From an optimization exercise on the open Yosys and OpenROAD flow, aimed at small area, a short achievable clock period and few clock cycles per item; shortcuts taken in it are not production practice. Where RTL was checked, it was by simulation tests only, not by an equivalence proof against the original. Power figures rest on the tool's default switching activity, not on a simulated workload.

== v15 ==
Design conv3x3_stream, start of the top module:
module conv3x3_stream
#(
  parameter int DATA_W     = 8,
  parameter int COEF_W     = 8,
  parameter int NORM_SHIFT = 4
) (
  input  logic                  i_clk,
  input  logic                  i_rst,
  input  logic [9*DATA_W-1:0]   i_pixel_data,
  input  logic                  i_pixel_data_valid,
  input  logic                  i_pixel_data_last,
  output logic                  o_pixel_data_ready,
  output logic [DATA_W-1:0]     o_convolved_data,
  output logic                  o_convolved_data_valid,
  output logic                  o_convolved_data_last,
  output logic                  o_convolved_sat,
  input  logic                  i_out_ready,
  input  logic                  i_coef_we,
  input  logic [3:0]            i_coef_addr,
  input  logic [COEF_W-1:0]     i_coef_data,
  input  logic                  i_coef_commit,
  output logic                  o_cfg_pending
);
For scale: ~2200 cells after synthesis, ~100 I/O pins, roughly 28000 um^2 of cells after synthesis.
Settings: LEC_CHECK=0, CAP_MARGIN=20, CORE_MARGIN=2, CORE_UTILIZATION=65, CTS_CLUSTER_DIAMETER=90, CTS_CLUSTER_SIZE=26, SETUP_SLACK_MARGIN=2.5, SLEW_MARGIN=20, SYNTH_HIERARCHICAL=1; clock period 5.0 ns.
run.sh (not shown) runs the stock make flow with config.mk's settings and CLKGATE_MAP_FILE= SYNTH_SCRIPT=/design/flow/synth_recipe.tcl, a recipe that flattens the netlist after the stock synthesis.
v15 | status: complete | timing, DRC, antenna: pass
Testbench counts of v15, summed over its fixed seeds: cycles 4,136, items 4,096.
diff inputs: v15 => v21
Settings: CTS_CLUSTER_SIZE changed from 26 to 22; ABC_AREA newly set to 1; CTS_CLUSTER_DIAMETER changed from 90 to 80.
### Flow results
The number of enable-type register cells in the synthesized netlist was comparable across v15 and v21. Delta (v21 minus v15): maximum clock frequency has remained practically unchanged; required time of the critical path has increased; power share of the clock group has increased; combinational power has decreased; wire length per cell has decreased. Diff v15 -> v21: final hold slack was more or less identical; met1 track demand over resource in global routing went up by 3.1 points; count of clock-buffer cells in the layout went up by 7.
For v37, these inputs were changed with respect to v21:
Settings: CORE_UTILIZATION now 75, was 65; PLACE_DENSITY now 0.8, previously not set; ABC_AREA no longer set, was 1.
Findings:
| die area | v37 vs v21 | 14% lower |. Summary of v37 over v21: arrival time of data at the critical path endpoint +70 ps, share of the clock period used by the worst path after layout higher.
The inputs of v44 differ from those of v37 as listed below.
Settings: swapping 75 for 65 in CORE_UTILIZATION; clearing PLACE_DENSITY, which used to be 0.8; swapping 2.5 for 2.62 in SETUP_SLACK_MARGIN.
==> summary.txt <==
[compare] base=v37 new=v44: global-route usage decreased 7.7 points, total iterations of the first detailed-routing run decreased 3, final-stage net count increased 1.1%.
--- input diff v44..v28 ---
Settings: putting GPL_ROUTABILITY_DRIVEN at 0 where nothing was set; swapping 22 for 26 in CTS_CLUSTER_SIZE; swapping 2.62 for 2.5 in SETUP_SLACK_MARGIN; swapping 80 for 90 in CTS_CLUSTER_DIAMETER.
- Count of filler cells inserted in the layout: v28 vs v44 up 135
- Power after layout (v28 vs. v44) decreases by a few percent
- Summary of the comparison: growth of design area from synthesis to finish is lower in v28, relative to v44.
- Re worst setup slack: v28 is 29 ps up on v44.
- Where total length of routed wires is concerned, v44 is outperformed by v28.
- Relative to v44, v28 improves final design area excluding fillers.
## Diff of input files: v33 against v28
Settings: SLEW_MARGIN now 10, was 20; CAP_MARGIN now 10, was 20; GPL_ROUTABILITY_DRIVEN no longer set, was 0.
==> comparison <==
- Comparing v33 against v28, there is no change at all in worst reg-to-reg path cell count.
- Taking v28 as the reference, in v33 post-layout instance area held steady, worst relative slew slack shrank by 11 points, initial antenna violation count grew by 7, wire length grew by 2.5%.

conv3x3_stream, a different RTL version from the one above (not shown whole).
For scale: ~100 I/O pins, roughly 29000 µm² of cells after synthesis.
export LEC_CHECK = 0
export CAP_MARGIN = 20
export CORE_MARGIN = 2
export CORE_UTILIZATION = 40
export SETUP_SLACK_MARGIN = 2.4
export SLEW_MARGIN = 20
export SYNTH_HIERARCHICAL = 1
create_clock -name core_clock -period 5.0 [get_ports {i_clk}]
Rerun with:
Settings changed: CORE_UTILIZATION 40 to 55, CTS_CLUSTER_DIAMETER set to 80, CTS_CLUSTER_SIZE set to 22.
=>
- The new run ran to the end with no violations
- register-to-register slack gains 0.04 ns
- total power is lower by 8.2%
- hold slack gains 0.0059 ns
- worst setup slack gains 0.044 ns
- clock power is lower by 37%
Rerun with:
Settings changed: CTS_CLUSTER_DIAMETER 80 to unset, CTS_CLUSTER_SIZE 22 to unset.
Worst setup slack is worse by 0.011 ns.
Die area does not change.
Clock-buffer cell count went up by 35.
Power goes up by 7.9%.
Function was not checked in any run of this note: the RTL went through the layout flow alone.

Setup of the baseline:
RTL: one of the versions met above, not the one the previous note started from.
Size in the first run: roughly 2,200 cells after synthesis, ~100 I/O pins, ~0.028 mm2 of cells after synthesis.
make LEC_CHECK=0 CAP_MARGIN=20 CORE_MARGIN=2 CORE_UTILIZATION=65 CTS_CLUSTER_DIAMETER=90 CTS_CLUSTER_SIZE=26 SETUP_SLACK_MARGIN=2.4 SLEW_MARGIN=20 SYNTH_HIERARCHICAL=1 finish   # period 5.0 ns
The flow did not stop early for the baseline: all stages ran, and the layout cleared the timing, DRC and antenna checks.
Testbench counts of the baseline, summed over its fixed seeds: cycles 4,136, items 4,096.
Relative to the baseline, the following input files were edited for the candidate:
- a change of CTS_CLUSTER_SIZE from 26 to 22
- a change of CTS_CLUSTER_DIAMETER from 90 to 80
- an added PLACE_DENSITY of 0.75
- a change of SETUP_SLACK_MARGIN from 2.4 to 2.5
==> summary.txt <==
- The candidate completed end to end with timing, DRC and antenna clean.
- The candidate has non-clock buffer count above what the baseline had.
- The candidate ended up with a higher final cell utilization of the core than the baseline did.
- The baseline → the candidate: internal power summed over all cells increased by 1.6% relative to the old numbers, power share of the clock group increased by 1.0 points relative to the old numbers.
- Diff the baseline..the candidate | cell count after placement | negligible
- As far as total global routing track utilization is concerned, the candidate and the baseline perform about the same.
- Worst-margin pin slew: the candidate and the baseline compared, lower one is the baseline
- For global-route wire length before repair, the candidate and the baseline come out practically identical.

Setup of sierra:
Another version of the RTL of conv3x3_stream (not shown whole).
Size: ~2,500 cells after synthesis, roughly 100 I/O pins, ~0.031 sq mm of cells after synthesis.
## conv3x3_stream
module conv3x3_stream
#(
  parameter int DATA_W     = 8,
  parameter int COEF_W     = 8,
  parameter int NORM_SHIFT = 4
) (
  input  logic                  i_clk,
  input  logic                  i_rst,
  input  logic [9*DATA_W-1:0]   i_pixel_data,
  input  logic                  i_pixel_data_valid,
  input  logic                  i_pixel_data_last,
  output logic                  o_pixel_data_ready,
  output logic [DATA_W-1:0]     o_convolved_data,
  output logic                  o_convolved_data_valid,
  output logic                  o_convolved_data_last,
  output logic                  o_convolved_sat,
  input  logic                  i_out_ready,
  input  logic                  i_coef_we,
  input  logic [3:0]            i_coef_addr,
  input  logic [COEF_W-1:0]     i_coef_data,
  input  logic                  i_coef_commit,
  output logic                  o_cfg_pending
);
make LEC_CHECK=0 CAP_MARGIN=20 CORE_MARGIN=2 CORE_UTILIZATION=40 CTS_BUF_LIST='sky130_fd_sc_hd__clkbuf_4 sky130_fd_sc_hd__clkbuf_8' SETUP_SLACK_MARGIN=2.0 SLEW_MARGIN=20 SYNTH_HIERARCHICAL=1 finish   # period 5.0 ns
Edits applied to the flow inputs when going from sierra to harbor:
-- flow/config.mk --
<<< sierra, line 11
export CTS_BUF_LIST = sky130_fd_sc_hd__clkbuf_4 sky130_fd_sc_hd__clkbuf_8
export SETUP_SLACK_MARGIN = 2.0
>>> harbor, line 11
export SETUP_SLACK_MARGIN = 2.6
### Flow results
In summary, harbor completed successfully, with a layout that passed the timing, DRC and antenna checks.
harbor vs. sierra: fraction of the mapped netlist area in compound gates closely matched the old numbers; switching portion of total power increased by 0.41 points relative to the old numbers; final core utilization increased by 2.7 points relative to the old numbers.
Modified inputs, pepper compared to harbor
-- flow/config.mk --
<<< harbor, line 11
export SETUP_SLACK_MARGIN = 2.6
>>> pepper, line 11
Notes after the runs:
- Sort harbor and pepper by core utilization, descending, and harbor comes first.
- On internal power component, harbor loses to pepper.
- Library cell contributing the largest single delay on the critical path = sky130_fd_sc_hd__o211ai_1: pepper; library cell contributing the largest single delay on the critical path = sky130_fd_sc_hd__fa_2: harbor
- pepper against harbor; cell count is down by a few percent.
- pepper: total area of sequential cells is 530 sq um lower than what harbor reported.
- Taking harbor as the reference, in pepper total power of the final layout has decreased, global-route usage lower.
- pepper vs harbor on post-layout worst setup margin: pepper is the lower one.
No functional check of the RTL was part of any run of this note.

==> port drivers added, routing unchanged <==
The flow's constraints put no driver on any port. The routed layouts listed below were extracted and timed again, unchanged, in two steps.
Step 1 sets driving cells, clkbuf_16 on the clock port and buf_2 on the other inputs (assumed; they add their load-dependent delay and slew).
Step 2, shift: input delay + t, output delay - t, t = (earliest + latest rising clock arrival at the registers) / 2. This alone moves slack from input paths to output paths.
Slacks: ideal / step 1 / step 2; pairs: ideal / step 1.
run	t (ns)	setup slack, ns	hold slack, ns	latest minus earliest clock arrival (ns)	cell pins on the clock port's net
v15	0.639	2.471 / 2.471 / 1.868	0.333 / 0.333 / 0.333	0.028 / 0.028	1
v21	0.663	2.473 / 2.465 / 1.801	0.331 / 0.331 / 0.331	0.020 / 0.021	1
v37	0.645	2.388 / 2.388 / 1.830	0.334 / 0.334 / 0.334	0.026 / 0.026	1
v44	0.657	2.468 / 2.468 / 1.892	0.333 / 0.333 / 0.333	0.017 / 0.017	1
v28	0.631	2.496 / 2.496 / 1.867	0.332 / 0.332 / 0.332	0.026 / 0.026	1
v33	0.639	2.471 / 2.471 / 1.868	0.333 / 0.333 / 0.333	0.028 / 0.028	1
the first run of note 2	0.669	2.340 / 2.368 / 1.707	0.324 / 0.324 / 0.324	0.046 / 0.046	1
the second run of note 2	0.666	2.384 / 2.396 / 1.758	0.330 / 0.330 / 0.330	0.021 / 0.022	1
the third run of note 2	0.662	2.373 / 2.415 / 1.753	0.327 / 0.327 / 0.327	0.030 / 0.030	1
the baseline	0.651	2.375 / 2.399 / 1.762	0.337 / 0.337 / 0.337	0.023 / 0.023	1
the candidate	0.665	2.492 / 2.492 / 1.852	0.332 / 0.332 / 0.332	0.024 / 0.025	1
sierra	0.756	1.739 / 1.739 / 1.526	0.332 / 0.332 / 0.332	0.044 / 0.043	1
harbor	0.705	1.777 / 1.777 / 1.777	0.302 / 0.302 / 0.302	0.053 / 0.053	1
pepper	0.700	1.171 / 1.171 / 1.171	0.324 / 0.324 / 0.324	0.038 / 0.037	1
After both steps setup and hold are still met in every run listed. For v21, which loses most, drivers alone change the setup slack by -0.008 ns; drivers and shift together by -0.672 ns.
